This is an optimization exercise on Yosys and OpenROAD, whose aim is small area, a short achievable clock period and few clock cycles per item, not a production implementation. Only simulation tests tie the RTL to the original design; equivalence was not proved. Power figures rest on the tool's default switching activity, not on a simulated workload.

==> 08-13: inputs <==
==> flow/design.v <==
package xadac_pkg;
  localparam int unsigned VecDataWidth  = 64;
  localparam int unsigned VecSumWidth   = 32;
  localparam int unsigned VecElemWidth  = 8;
  localparam int unsigned IdWidth       = 4;
  localparam int unsigned RsDataWidth   = 32;
  localparam int unsigned NumRs         = 2;
  localparam int unsigned NumVs         = 3;
  localparam int unsigned VregAddrWidth = 5;
  localparam int unsigned InstrVdLsb  = 7;
  localparam int unsigned InstrVs1Lsb = 15;
  localparam int unsigned InstrVs2Lsb = 20;
  typedef logic [IdWidth-1:0]       id_t;
  typedef logic [VecDataWidth-1:0]  vec_t;
  typedef logic [VregAddrWidth-1:0] vreg_addr_t;
  typedef enum logic [1:0] {
    ST_IDLE = 2'd0,
    ST_DEC  = 2'd1,
    ST_EXE  = 2'd2,
    ST_RET  = 2'd3
  } state_e;
  typedef struct packed {
    id_t         id;
    logic [31:0] instr;
  } dec_req_t;
  typedef struct packed {
    id_t  id;
    logic accept;
  } dec_rsp_t;
  typedef struct packed {
    id_t                                    id;
    logic [31:0]                            instr;
    logic [NumRs-1:0][RsDataWidth-1:0]      rs_data;
    logic [NumVs-1:0][VecDataWidth-1:0]     vs_data;
  } exe_req_t;
  typedef struct packed {
    id_t        id;
    vreg_addr_t vd_addr;
    vec_t       vd_data;
    logic       vd_write;
  } exe_rsp_t;
  function automatic logic [VregAddrWidth-1:0] instr_vd(input logic [31:0] ins);
    instr_vd = ins[InstrVdLsb +: VregAddrWidth];
  endfunction
  function automatic logic [VregAddrWidth-1:0] instr_vs1(input logic [31:0] ins);
    instr_vs1 = ins[InstrVs1Lsb +: VregAddrWidth];
  endfunction
  function automatic logic [VregAddrWidth-1:0] instr_vs2(input logic [31:0] ins);
    instr_vs2 = ins[InstrVs2Lsb +: VregAddrWidth];
  endfunction
endpackage
import xadac_pkg::*;
module xadac_aoi222 (
  input  logic a0, b0, a1, b1, a2, b2,
  output logic y
);
  assign y = !((a0 && b0) || (a1 && b1) || (a2 && b2));
endmodule
module xadac_aoi22 (
  input  logic a0, b0, a1, b1,
  output logic y
);
  assign y = !((a0 && b0) || (a1 && b1));
endmodule
module xadac_vrf_dec
#(
  parameter int unsigned NumVregs = 32
) (
  input  logic [VregAddrWidth-1:0] i_addr,
  output logic [NumVregs-1:0]      o_sel
);
  always_comb begin
    for (int unsigned r = 0; r < NumVregs; r++) begin
      o_sel[r] = (i_addr == VregAddrWidth'(r));
    end
  end
endmodule
module xadac_vrf_rd
#(
  parameter int unsigned NumVregs = 32,
  parameter int unsigned Width    = VecDataWidth
) (
  input  logic [NumVregs-1:0]       i_sel,
  input  logic [NumVregs*Width-1:0] i_mem,
  output logic [Width-1:0]          o_data
);
  localparam int unsigned NumGrp = (NumVregs + 2) / 3;
  logic [NumVregs-1:0] w_sel;
  assign w_sel = i_sel;
  for (genvar b = 0; b < Width; b++) begin : g_bit
    logic [NumGrp-1:0] w_grp_n;
    for (genvar g = 0; g < NumGrp; g++) begin : g_grp
      if (3*g + 2 < NumVregs) begin : g_3
        xadac_aoi222 u_aoi (
          .a0(w_sel[3*g]),   .b0(i_mem[(3*g)*Width + b]),
          .a1(w_sel[3*g+1]), .b1(i_mem[(3*g+1)*Width + b]),
          .a2(w_sel[3*g+2]), .b2(i_mem[(3*g+2)*Width + b]),
          .y (w_grp_n[g])
        );
      end else if (3*g + 1 < NumVregs) begin : g_2
        xadac_aoi22 u_aoi (
          .a0(w_sel[3*g]),   .b0(i_mem[(3*g)*Width + b]),
          .a1(w_sel[3*g+1]), .b1(i_mem[(3*g+1)*Width + b]),
          .y (w_grp_n[g])
        );
      end else begin : g_1
        assign w_grp_n[g] = !(w_sel[3*g] && i_mem[(3*g)*Width + b]);
      end
    end
    assign o_data[b] = &w_grp_n;
  end
endmodule
import xadac_pkg::*;
module xadac_issue
#(
  parameter int unsigned NumVregs = 32,
  parameter int unsigned IdInit   = 0
) (
  input  logic                     clk,
  input  logic                     rst,
  input  logic                     instr_valid,
  output logic                     instr_ready,
  input  logic [31:0]              instr,
  output logic                     done_valid,
  output logic                     done_accept,
  output logic                     done_err,
  input  logic                     vrf_wr_en,
  input  logic [VregAddrWidth-1:0] vrf_wr_addr,
  input  logic [VecDataWidth-1:0]  vrf_wr_data,
  input  logic [VregAddrWidth-1:0] vrf_rd_addr,
  output logic [VecDataWidth-1:0]  vrf_rd_data,
  output logic                     mst_dec_req_valid,
  input  logic                     mst_dec_req_ready,
  output logic [IdWidth-1:0]       mst_dec_req_id,
  output logic [31:0]              mst_dec_req_instr,
  input  logic                     mst_dec_rsp_valid,
  output logic                     mst_dec_rsp_ready,
  input  logic [IdWidth-1:0]       mst_dec_rsp_id,
  input  logic                     mst_dec_rsp_accept,
  output logic                     mst_exe_req_valid,
  input  logic                     mst_exe_req_ready,
  output logic [IdWidth-1:0]       mst_exe_req_id,
  output logic [31:0]              mst_exe_req_instr,
  output logic [NumRs*RsDataWidth-1:0]  mst_exe_req_rs_data,
  output logic [NumVs*VecDataWidth-1:0] mst_exe_req_vs_data,
  input  logic                     mst_exe_rsp_valid,
  output logic                     mst_exe_rsp_ready,
  input  logic [IdWidth-1:0]       mst_exe_rsp_id,
  input  logic [VregAddrWidth-1:0] mst_exe_rsp_vd_addr,
  input  logic [VecDataWidth-1:0]  mst_exe_rsp_vd_data,
  input  logic                     mst_exe_rsp_vd_write
);
  logic                     r_dec;
  logic                     r_exe;
  logic [IdWidth-1:0]       r_id;
  logic [31:0]              r_instr;
  logic                     r_err;
  logic [VecDataWidth-1:0]  r_vs1;
  logic [VecDataWidth-1:0]  r_vs2;
  logic                     w_idle;
  logic                     w_take;
  logic                     w_dec_done;
  logic                     w_exe_done;
  logic                     w_exe_wr;
  logic                     w_host_wr;
  logic                     w_vrf_we;
  logic [VregAddrWidth-1:0] w_vrf_waddr;
  logic [VecDataWidth-1:0]  w_vrf_wdata;
  logic [VecDataWidth-1:0]  w_src_data;
  logic                     w_dec_err;
  logic                     w_exe_err;
  assign w_idle      = !r_dec && !r_exe;
  assign instr_ready = w_idle && !rst;
  assign w_take      = instr_ready && instr_valid;
  assign w_dec_done  = r_dec && mst_dec_rsp_valid;
  assign w_exe_done  = r_exe && mst_exe_rsp_valid;
  assign w_exe_wr    = w_exe_done && mst_exe_rsp_vd_write && !rst;
  assign w_host_wr   = vrf_wr_en && instr_ready;
  assign w_vrf_we    = w_exe_wr || w_host_wr;
  assign w_vrf_waddr = r_exe ? mst_exe_rsp_vd_addr : vrf_wr_addr;
  assign w_vrf_wdata = r_exe ? mst_exe_rsp_vd_data : vrf_wr_data;
  logic [NumVregs*VecDataWidth-1:0] r_mem;
  always_ff @(posedge clk) begin
    for (int unsigned r = 0; r < NumVregs; r++) begin
      if (w_vrf_we && w_vrf_waddr == VregAddrWidth'(r)) begin
        r_mem[r*VecDataWidth +: VecDataWidth] <= ~w_vrf_wdata;
      end
    end
  end
  logic [NumVregs-1:0] w_vs2_sel;
  logic [NumVregs-1:0] w_vd_sel;
  logic [NumVregs-1:0] r_src_sel;
  xadac_vrf_dec #(.NumVregs(NumVregs)) u_vs2_dec (
    .i_addr (instr[InstrVs2Lsb +: VregAddrWidth]),
    .o_sel  (w_vs2_sel)
  );
  xadac_vrf_dec #(.NumVregs(NumVregs)) u_vd_dec (
    .i_addr (r_instr[InstrVdLsb +: VregAddrWidth]),
    .o_sel  (w_vd_sel)
  );
  always_ff @(posedge clk) begin
    if (rst) begin
      r_src_sel <= '0;
    end else if (w_take) begin
      r_src_sel <= w_vs2_sel;
    end else if (w_dec_done) begin
      r_src_sel <= mst_dec_rsp_accept ? w_vd_sel : '0;
    end else if (w_exe_done) begin
      r_src_sel <= '0;
    end
  end
  localparam int unsigned NumSlc = 4;
  localparam int unsigned SlcW   = VecDataWidth / NumSlc;
  for (genvar s = 0; s < NumSlc; s++) begin : g_slc
    logic [NumVregs*SlcW-1:0] w_mem_slc;
    logic [NumVregs-1:0]      w_rd_sel;
    logic [NumVregs-1:0]      w_vs1_sel;
    logic [NumVregs-1:0]      w_src_sel;
    for (genvar r = 0; r < NumVregs; r++) begin : g_reg
      assign w_mem_slc[r*SlcW +: SlcW] = r_mem[r*VecDataWidth + s*SlcW +: SlcW];
    end
    xadac_vrf_dec #(.NumVregs(NumVregs)) u_rd_dec (
      .i_addr (vrf_rd_addr),
      .o_sel  (w_rd_sel)
    );
    xadac_vrf_dec #(.NumVregs(NumVregs)) u_vs1_dec (
      .i_addr (instr[InstrVs1Lsb +: VregAddrWidth]),
      .o_sel  (w_vs1_sel)
    );
    assign w_src_sel = ({NumVregs{w_idle}} & w_vs1_sel) | r_src_sel;
    xadac_vrf_rd #(
      .NumVregs(NumVregs),
      .Width   (SlcW)
    ) u_rd (
      .i_sel  (w_rd_sel),
      .i_mem  (w_mem_slc),
      .o_data (vrf_rd_data[s*SlcW +: SlcW])
    );
    xadac_vrf_rd #(
      .NumVregs(NumVregs),
      .Width   (SlcW)
    ) u_src (
      .i_sel  (w_src_sel),
      .i_mem  (w_mem_slc),
      .o_data (w_src_data[s*SlcW +: SlcW])
    );
  end
  assign w_dec_err = (mst_dec_rsp_id != r_id);
  assign w_exe_err = r_err || (mst_exe_rsp_id != r_id);
  always_ff @(posedge clk) begin
    if (rst) begin
      r_dec <= 1'b0;
      r_exe <= 1'b0;
      r_id  <= IdWidth'(IdInit);
    end else begin
      if (w_take) begin
        r_dec <= 1'b1;
      end
      if (w_dec_done) begin
        r_dec <= 1'b0;
        r_exe <= mst_dec_rsp_accept;
        if (!mst_dec_rsp_accept) begin
          r_id <= r_id + IdWidth'(1);
        end
      end
      if (w_exe_done) begin
        r_exe <= 1'b0;
        r_id  <= r_id + IdWidth'(1);
      end
    end
  end
  always_ff @(posedge clk) begin
    if (w_take) begin
      r_instr <= instr;
    end
    if (w_dec_done) begin
      r_err <= w_dec_err;
    end
    if (w_idle) begin
      r_vs1 <= (vrf_wr_en && vrf_wr_addr == instr[InstrVs1Lsb +: VregAddrWidth]) ?
               vrf_wr_data : w_src_data;
    end
    if (r_dec) begin
      r_vs2 <= w_src_data;
    end
  end
  assign mst_dec_req_valid = r_dec;
  assign mst_dec_rsp_ready = r_dec;
  assign mst_exe_req_valid = r_exe;
  assign mst_exe_rsp_ready = r_exe;
  assign mst_dec_req_id      = r_id;
  assign mst_dec_req_instr   = r_instr;
  assign mst_exe_req_id      = r_id;
  assign mst_exe_req_instr   = r_instr;
  assign mst_exe_req_rs_data = '0;
  assign mst_exe_req_vs_data = {w_src_data, r_vs2, r_vs1};
  assign done_valid  = w_dec_done && !mst_dec_rsp_accept || w_exe_done;
  assign done_accept = r_exe;
  assign done_err    = r_exe ? w_exe_err : w_dec_err;
endmodule
==> flow/flow/run.sh <==
#!/bin/bash
# Own layout flow: the standard synthesis unchanged, then the standard
# ORFS steps with these changes:
#   - ports buffered with buf_2 instead of the default delay buffer
#   - resizing not restricted to matching footprints, so the repair can
#     size the port buffers and other cells on critical paths
#   - CTS with larger sink clusters and no dummy loads
# Each step's full output goes to a log file of its own here.
set -euo pipefail
bash standard.sh synth > synth.log 2>&1
bash standard.sh \
  MATCH_CELL_FOOTPRINT=0 \
  "BUFFER_PORTS_ARGS=-buffer_cell sky130_fd_sc_hd__buf_1" \
  "CTS_ARGS=-sink_clustering_enable -repair_clock_nets -dont_use_dummy_load -sink_clustering_size 25 -sink_clustering_max_diameter 100" \
  finish > layout.log 2>&1
==> flow/standard.sh <==
#!/bin/bash
# synth_recipe.tcl (not shown) runs the flow's synth.tcl, then flattens the netlist and writes it again
# the make line also repeats each setting of config.mk as NAME=value (left out here)
make -C /OpenROAD-flow-scripts/flow DESIGN_CONFIG=/design/flow/config.mk WORK_HOME=/design/flow/orfs CLKGATE_MAP_FILE= SYNTH_SCRIPT=/design/flow/synth_recipe.tcl "${@:-finish}"
==> flow/config.mk <==
export PLATFORM = sky130hd
export DESIGN_NAME = xadac_issue
export DESIGN_NICKNAME = xadac_issue
export VERILOG_FILES = /design/flow/design.v
export SDC_FILE = /design/flow/constraint.sdc
export NUM_CORES = 4
export LEC_CHECK = 0
export CAP_MARGIN = 20
export CORE_MARGIN = 2
export CORE_UTILIZATION = 40
export PLACE_DENSITY = 0.5
export SETUP_SLACK_MARGIN = 2.0
export SLEW_MARGIN = 20
export SYNTH_HIERARCHICAL = 1
export SYNTH_MINIMUM_KEEP_SIZE = 0
==> flow/constraint.sdc <==
create_clock -name core_clock -period 6.0 [get_ports {clk}]
set_input_delay 1.2000 -clock core_clock [delete_from_list [all_inputs] [get_ports {clk}]]
set_output_delay 1.2000 -clock core_clock [all_outputs]
set_load 0.01 [all_outputs]
==> inputs of 05-10, as changes to 08-13 <==
--- a/flow/design.v
+++ b/flow/design.v
@@ -51,4 +51,11 @@
 endpackage
 import xadac_pkg::*;
+module xadac_mux4 (
+  input  logic [3:0] d,
+  input  logic [1:0] s,
+  output logic       y
+);
+  assign y = d[s];
+endmodule
 module xadac_aoi222 (
   input  logic a0, b0, a1, b1, a2, b2,
@@ -63,51 +70,74 @@
   assign y = !((a0 && b0) || (a1 && b1));
 endmodule
-module xadac_vrf_dec
+module xadac_vrf_rd (
+  input  logic [4:0]                 i_addr,
+  input  logic [32*VecDataWidth-1:0] i_mem,
+  output logic [VecDataWidth-1:0]    o_data
+);
+  logic [7:0] w_sel;
+  always_comb begin
+    for (int unsigned k = 0; k < 8; k++) begin
+      w_sel[k] = (i_addr[4:2] == 3'(k));
+    end
+  end
+  for (genvar b = 0; b < VecDataWidth; b++) begin : g_bit
+    logic [7:0] w_m;
+    logic [2:0] w_grp_n;
+    for (genvar k = 0; k < 8; k++) begin : g_m
+      xadac_mux4 u_mux (
+        .d ({i_mem[(4*k+3)*VecDataWidth + b], i_mem[(4*k+2)*VecDataWidth + b],
+             i_mem[(4*k+1)*VecDataWidth + b], i_mem[(4*k)*VecDataWidth + b]}),
+        .s (i_addr[1:0]),
+        .y (w_m[k])
+      );
+    end
+    xadac_aoi222 u_g0 (
+      .a0(w_sel[0]), .b0(w_m[0]), .a1(w_sel[1]), .b1(w_m[1]), .a2(w_sel[2]), .b2(w_m[2]),
+      .y (w_grp_n[0])
+    );
+    xadac_aoi222 u_g1 (
+      .a0(w_sel[3]), .b0(w_m[3]), .a1(w_sel[4]), .b1(w_m[4]), .a2(w_sel[5]), .b2(w_m[5]),
+      .y (w_grp_n[1])
+    );
+    xadac_aoi22 u_g2 (
+      .a0(w_sel[6]), .b0(w_m[6]), .a1(w_sel[7]), .b1(w_m[7]),
+      .y (w_grp_n[2])
+    );
+    assign o_data[b] = !(&w_grp_n);
+  end
+endmodule
+module xadac_vrf
 #(
   parameter int unsigned NumVregs = 32
 ) (
-  input  logic [VregAddrWidth-1:0] i_addr,
-  output logic [NumVregs-1:0]      o_sel
-);
-  always_comb begin
-    for (int unsigned r = 0; r < NumVregs; r++) begin
-      o_sel[r] = (i_addr == VregAddrWidth'(r));
-    end
-  end
-endmodule
-module xadac_vrf_rd
-#(
-  parameter int unsigned NumVregs = 32,
-  parameter int unsigned Width    = VecDataWidth
-) (
-  input  logic [NumVregs-1:0]       i_sel,
-  input  logic [NumVregs*Width-1:0] i_mem,
-  output logic [Width-1:0]          o_data
-);
-  localparam int unsigned NumGrp = (NumVregs + 2) / 3;
-  logic [NumVregs-1:0] w_sel;
-  assign w_sel = i_sel;
-  for (genvar b = 0; b < Width; b++) begin : g_bit
-    logic [NumGrp-1:0] w_grp_n;
-    for (genvar g = 0; g < NumGrp; g++) begin : g_grp
-      if (3*g + 2 < NumVregs) begin : g_3
-        xadac_aoi222 u_aoi (
-          .a0(w_sel[3*g]),   .b0(i_mem[(3*g)*Width + b]),
-          .a1(w_sel[3*g+1]), .b1(i_mem[(3*g+1)*Width + b]),
-          .a2(w_sel[3*g+2]), .b2(i_mem[(3*g+2)*Width + b]),
-          .y (w_grp_n[g])
-        );
-      end else if (3*g + 1 < NumVregs) begin : g_2
-        xadac_aoi22 u_aoi (
-          .a0(w_sel[3*g]),   .b0(i_mem[(3*g)*Width + b]),
-          .a1(w_sel[3*g+1]), .b1(i_mem[(3*g+1)*Width + b]),
-          .y (w_grp_n[g])
-        );
-      end else begin : g_1
-        assign w_grp_n[g] = !(w_sel[3*g] && i_mem[(3*g)*Width + b]);
-      end
-    end
-    assign o_data[b] = &w_grp_n;
-  end
+  input  logic                     clk,
+  input  logic                     i_wr_en,
+  input  logic [VregAddrWidth-1:0] i_wr_addr,
+  input  logic [VecDataWidth-1:0]  i_wr_data,
+  input  logic [VregAddrWidth-1:0] i_rd_addr,
+  output logic [VecDataWidth-1:0]  o_rd_data,
+  input  logic [VregAddrWidth-1:0] i_src_addr,
+  output logic [VecDataWidth-1:0]  o_src_data
+);
+  logic [VecDataWidth-1:0]          r_mem [NumVregs];
+  logic [32*VecDataWidth-1:0]       w_mem;
+  always_ff @(posedge clk) begin
+    if (i_wr_en) begin
+      r_mem[i_wr_addr] <= i_wr_data;
+    end
+  end
+  for (genvar r = 0; r < 32; r++) begin : g_mem
+    assign w_mem[r*VecDataWidth +: VecDataWidth] = r_mem[r];
+  end
+  xadac_vrf_rd u_rd (
+    .i_addr (i_rd_addr),
+    .i_mem  (w_mem),
+    .o_data (o_rd_data)
+  );
+  xadac_vrf_rd u_src (
+    .i_addr (i_src_addr),
+    .i_mem  (w_mem),
+    .o_data (o_src_data)
+  );
 endmodule
 import xadac_pkg::*;
@@ -167,4 +197,5 @@
   logic [VregAddrWidth-1:0] w_vrf_waddr;
   logic [VecDataWidth-1:0]  w_vrf_wdata;
+  logic [VregAddrWidth-1:0] w_src_addr;
   logic [VecDataWidth-1:0]  w_src_data;
   logic                     w_dec_err;
@@ -180,70 +211,19 @@
   assign w_vrf_waddr = r_exe ? mst_exe_rsp_vd_addr : vrf_wr_addr;
   assign w_vrf_wdata = r_exe ? mst_exe_rsp_vd_data : vrf_wr_data;
-  logic [NumVregs*VecDataWidth-1:0] r_mem;
-  always_ff @(posedge clk) begin
-    for (int unsigned r = 0; r < NumVregs; r++) begin
-      if (w_vrf_we && w_vrf_waddr == VregAddrWidth'(r)) begin
-        r_mem[r*VecDataWidth +: VecDataWidth] <= ~w_vrf_wdata;
-      end
-    end
-  end
-  logic [NumVregs-1:0] w_vs2_sel;
-  logic [NumVregs-1:0] w_vd_sel;
-  logic [NumVregs-1:0] r_src_sel;
-  xadac_vrf_dec #(.NumVregs(NumVregs)) u_vs2_dec (
-    .i_addr (instr[InstrVs2Lsb +: VregAddrWidth]),
-    .o_sel  (w_vs2_sel)
+  assign w_src_addr = w_idle ? instr[InstrVs1Lsb +: VregAddrWidth] :
+                      r_dec  ? r_instr[InstrVs2Lsb +: VregAddrWidth] :
+                               r_instr[InstrVdLsb +: VregAddrWidth];
+  xadac_vrf #(
+    .NumVregs(NumVregs)
+  ) u_vrf (
+    .clk        (clk),
+    .i_wr_en    (w_vrf_we),
+    .i_wr_addr  (w_vrf_waddr),
+    .i_wr_data  (w_vrf_wdata),
+    .i_rd_addr  (vrf_rd_addr),
+    .o_rd_data  (vrf_rd_data),
+    .i_src_addr (w_src_addr),
+    .o_src_data (w_src_data)
   );
-  xadac_vrf_dec #(.NumVregs(NumVregs)) u_vd_dec (
-    .i_addr (r_instr[InstrVdLsb +: VregAddrWidth]),
-    .o_sel  (w_vd_sel)
-  );
-  always_ff @(posedge clk) begin
-    if (rst) begin
-      r_src_sel <= '0;
-    end else if (w_take) begin
-      r_src_sel <= w_vs2_sel;
-    end else if (w_dec_done) begin
-      r_src_sel <= mst_dec_rsp_accept ? w_vd_sel : '0;
-    end else if (w_exe_done) begin
-      r_src_sel <= '0;
-    end
-  end
-  localparam int unsigned NumSlc = 4;
-  localparam int unsigned SlcW   = VecDataWidth / NumSlc;
-  for (genvar s = 0; s < NumSlc; s++) begin : g_slc
-    logic [NumVregs*SlcW-1:0] w_mem_slc;
-    logic [NumVregs-1:0]      w_rd_sel;
-    logic [NumVregs-1:0]      w_vs1_sel;
-    logic [NumVregs-1:0]      w_src_sel;
-    for (genvar r = 0; r < NumVregs; r++) begin : g_reg
-      assign w_mem_slc[r*SlcW +: SlcW] = r_mem[r*VecDataWidth + s*SlcW +: SlcW];
-    end
-    xadac_vrf_dec #(.NumVregs(NumVregs)) u_rd_dec (
-      .i_addr (vrf_rd_addr),
-      .o_sel  (w_rd_sel)
-    );
-    xadac_vrf_dec #(.NumVregs(NumVregs)) u_vs1_dec (
-      .i_addr (instr[InstrVs1Lsb +: VregAddrWidth]),
-      .o_sel  (w_vs1_sel)
-    );
-    assign w_src_sel = ({NumVregs{w_idle}} & w_vs1_sel) | r_src_sel;
-    xadac_vrf_rd #(
-      .NumVregs(NumVregs),
-      .Width   (SlcW)
-    ) u_rd (
-      .i_sel  (w_rd_sel),
-      .i_mem  (w_mem_slc),
-      .o_data (vrf_rd_data[s*SlcW +: SlcW])
-    );
-    xadac_vrf_rd #(
-      .NumVregs(NumVregs),
-      .Width   (SlcW)
-    ) u_src (
-      .i_sel  (w_src_sel),
-      .i_mem  (w_mem_slc),
-      .o_data (w_src_data[s*SlcW +: SlcW])
-    );
-  end
   assign w_dec_err = (mst_dec_rsp_id != r_id);
   assign w_exe_err = r_err || (mst_exe_rsp_id != r_id);
Settings changed: CORE_UTILIZATION 40 to 45, PLACE_DENSITY 0.5 to unset, SETUP_SLACK_MARGIN 2.0 to 1.6.
==> inputs of 05-18, as changes to 08-13 <==
--- a/flow/flow/run.sh
+++ b/flow/flow/run.sh
@@ -12,4 +12,4 @@
   MATCH_CELL_FOOTPRINT=0 \
   "BUFFER_PORTS_ARGS=-buffer_cell sky130_fd_sc_hd__buf_1" \
-  "CTS_ARGS=-sink_clustering_enable -repair_clock_nets -dont_use_dummy_load -sink_clustering_size 25 -sink_clustering_max_diameter 100" \
+  "CTS_ARGS=-sink_clustering_enable -repair_clock_nets -dont_use_dummy_load -sink_clustering_size 30 -sink_clustering_max_diameter 100" \
   finish > layout.log 2>&1
Settings changed: SETUP_SLACK_MARGIN 2.0 to 1.5.
==> impl_metrics.csv <==
group,metric,value,unit
drt,totalWireLength,331000,um
clock_network,clk_pin_slew_worst_paths,0.08,ns
cells_and_area,multi_input_area,0.0313,mm2
floorplanning,die_w,470,um
status,status,"timing/DRC/antenna clean",
cells_and_area,regMostFlops,"u_vrf.r_mem",
global_routing,grt_pass1_vias,56627,
synthesis,synth_area_leaders,"edfxtp_1 (68%), mux4_2 (24%), a222oi_1 (2.6%)",
drt,drtIter0Drc,9116,
synthesis,synth_compound_area_share,4.32,%
synthesis,seq_area_frac_synth,68.0,%
floorplanning,tap_cells,2854,
power,p_leak,0.0358,uW
critical_path,crit_slowest_cell,"a222oi_1",
cells_and_area,final_cells,8193,
[end of results for 05-10]
==> impl_metrics.csv <==
group,metric,value,unit
power,seq_cell_power,17700,uW
critical_path,rr_startpoint,"r_exe$_SDFFE_PP0P_",
cells_and_area,regMostFlops,"r_mem",
synthesis,synth_compound_area_share,17.2,%
drt,via_per_inst,7.11,
global_routing,track_usage,30.8,%
floorplanning,die_w,483,um
critical_path,crit_slowest_cell,"nand4_1",
clock_network,tritoncts,"built",
clock_network,clk_pin_slew_worst_paths,0.10,ns
power,p_leak,0.0348,uW
global_routing,grt_pass1_vias,64836,
status,status,"timing/DRC/antenna clean",
drt,drtIter0Drc,15177,
cells_and_area,multi_input_area,0.0262,mm2
drt,totalWireLength,378000,um
[end of results for 08-13]
==> impl_metrics.csv <==
group,metric,value,unit
cells_and_area,multi_input_area,0.0262,mm2
synthesis,synth_area_leaders,"edfxtp_1 (72%), a222oi_1 (14%), nand4_1 (1.8%)",
drt,drtIter0Drc,15613,
synthesis,seq_area_frac_synth,73.2,%
cells_and_area,regMostFlops,"r_mem",
synthesis,synth_compound_area_share,17.2,%
floorplanning,die_w,483,um
status,status,"timing/DRC/antenna clean",
cells_and_area,final_cells,9594,
global_routing,grt_pass1_vias,64563,
[end of results for 05-18]
Testbench counts of 08-13, summed over its fixed seeds: cycles 16,871, instrs 4,000.
Testbench counts of 05-10, summed over its fixed seeds: cycles 16,871, instrs 4,000.
Testbench counts of 05-18, summed over its fixed seeds: cycles 16,871, instrs 4,000.

## what the ideal ports hide
How much do the figures lean on ideal ports? The routed layouts below were timed once more, with nothing changed but the port constraints. Step 1 assumes that a clkbuf_16 drives the clock port and a buf_2 every other input. Step 2 times the ports against the registers' clock, not the clock port: input delays grow and output delays shrink by t, the midpoint of the rising clock arrivals with the driver on. Three values: no drivers, after step 1, after step 2; two values: the first two.
run	t, ns	setup WS [ns]	worst data-port slew with drivers (ns)
08-13	0.859	1.123 / 0.934 / 0.934	0.33
05-10	0.867	0.942 / 0.848 / 0.924	0.13
05-18	0.861	1.196 / 1.056 / 1.056	0.36
After both steps every run listed still meets setup and hold. The setup slack of 08-13, which loses most, moves by -0.189 ns with the drivers and by -0.189 ns with both steps.
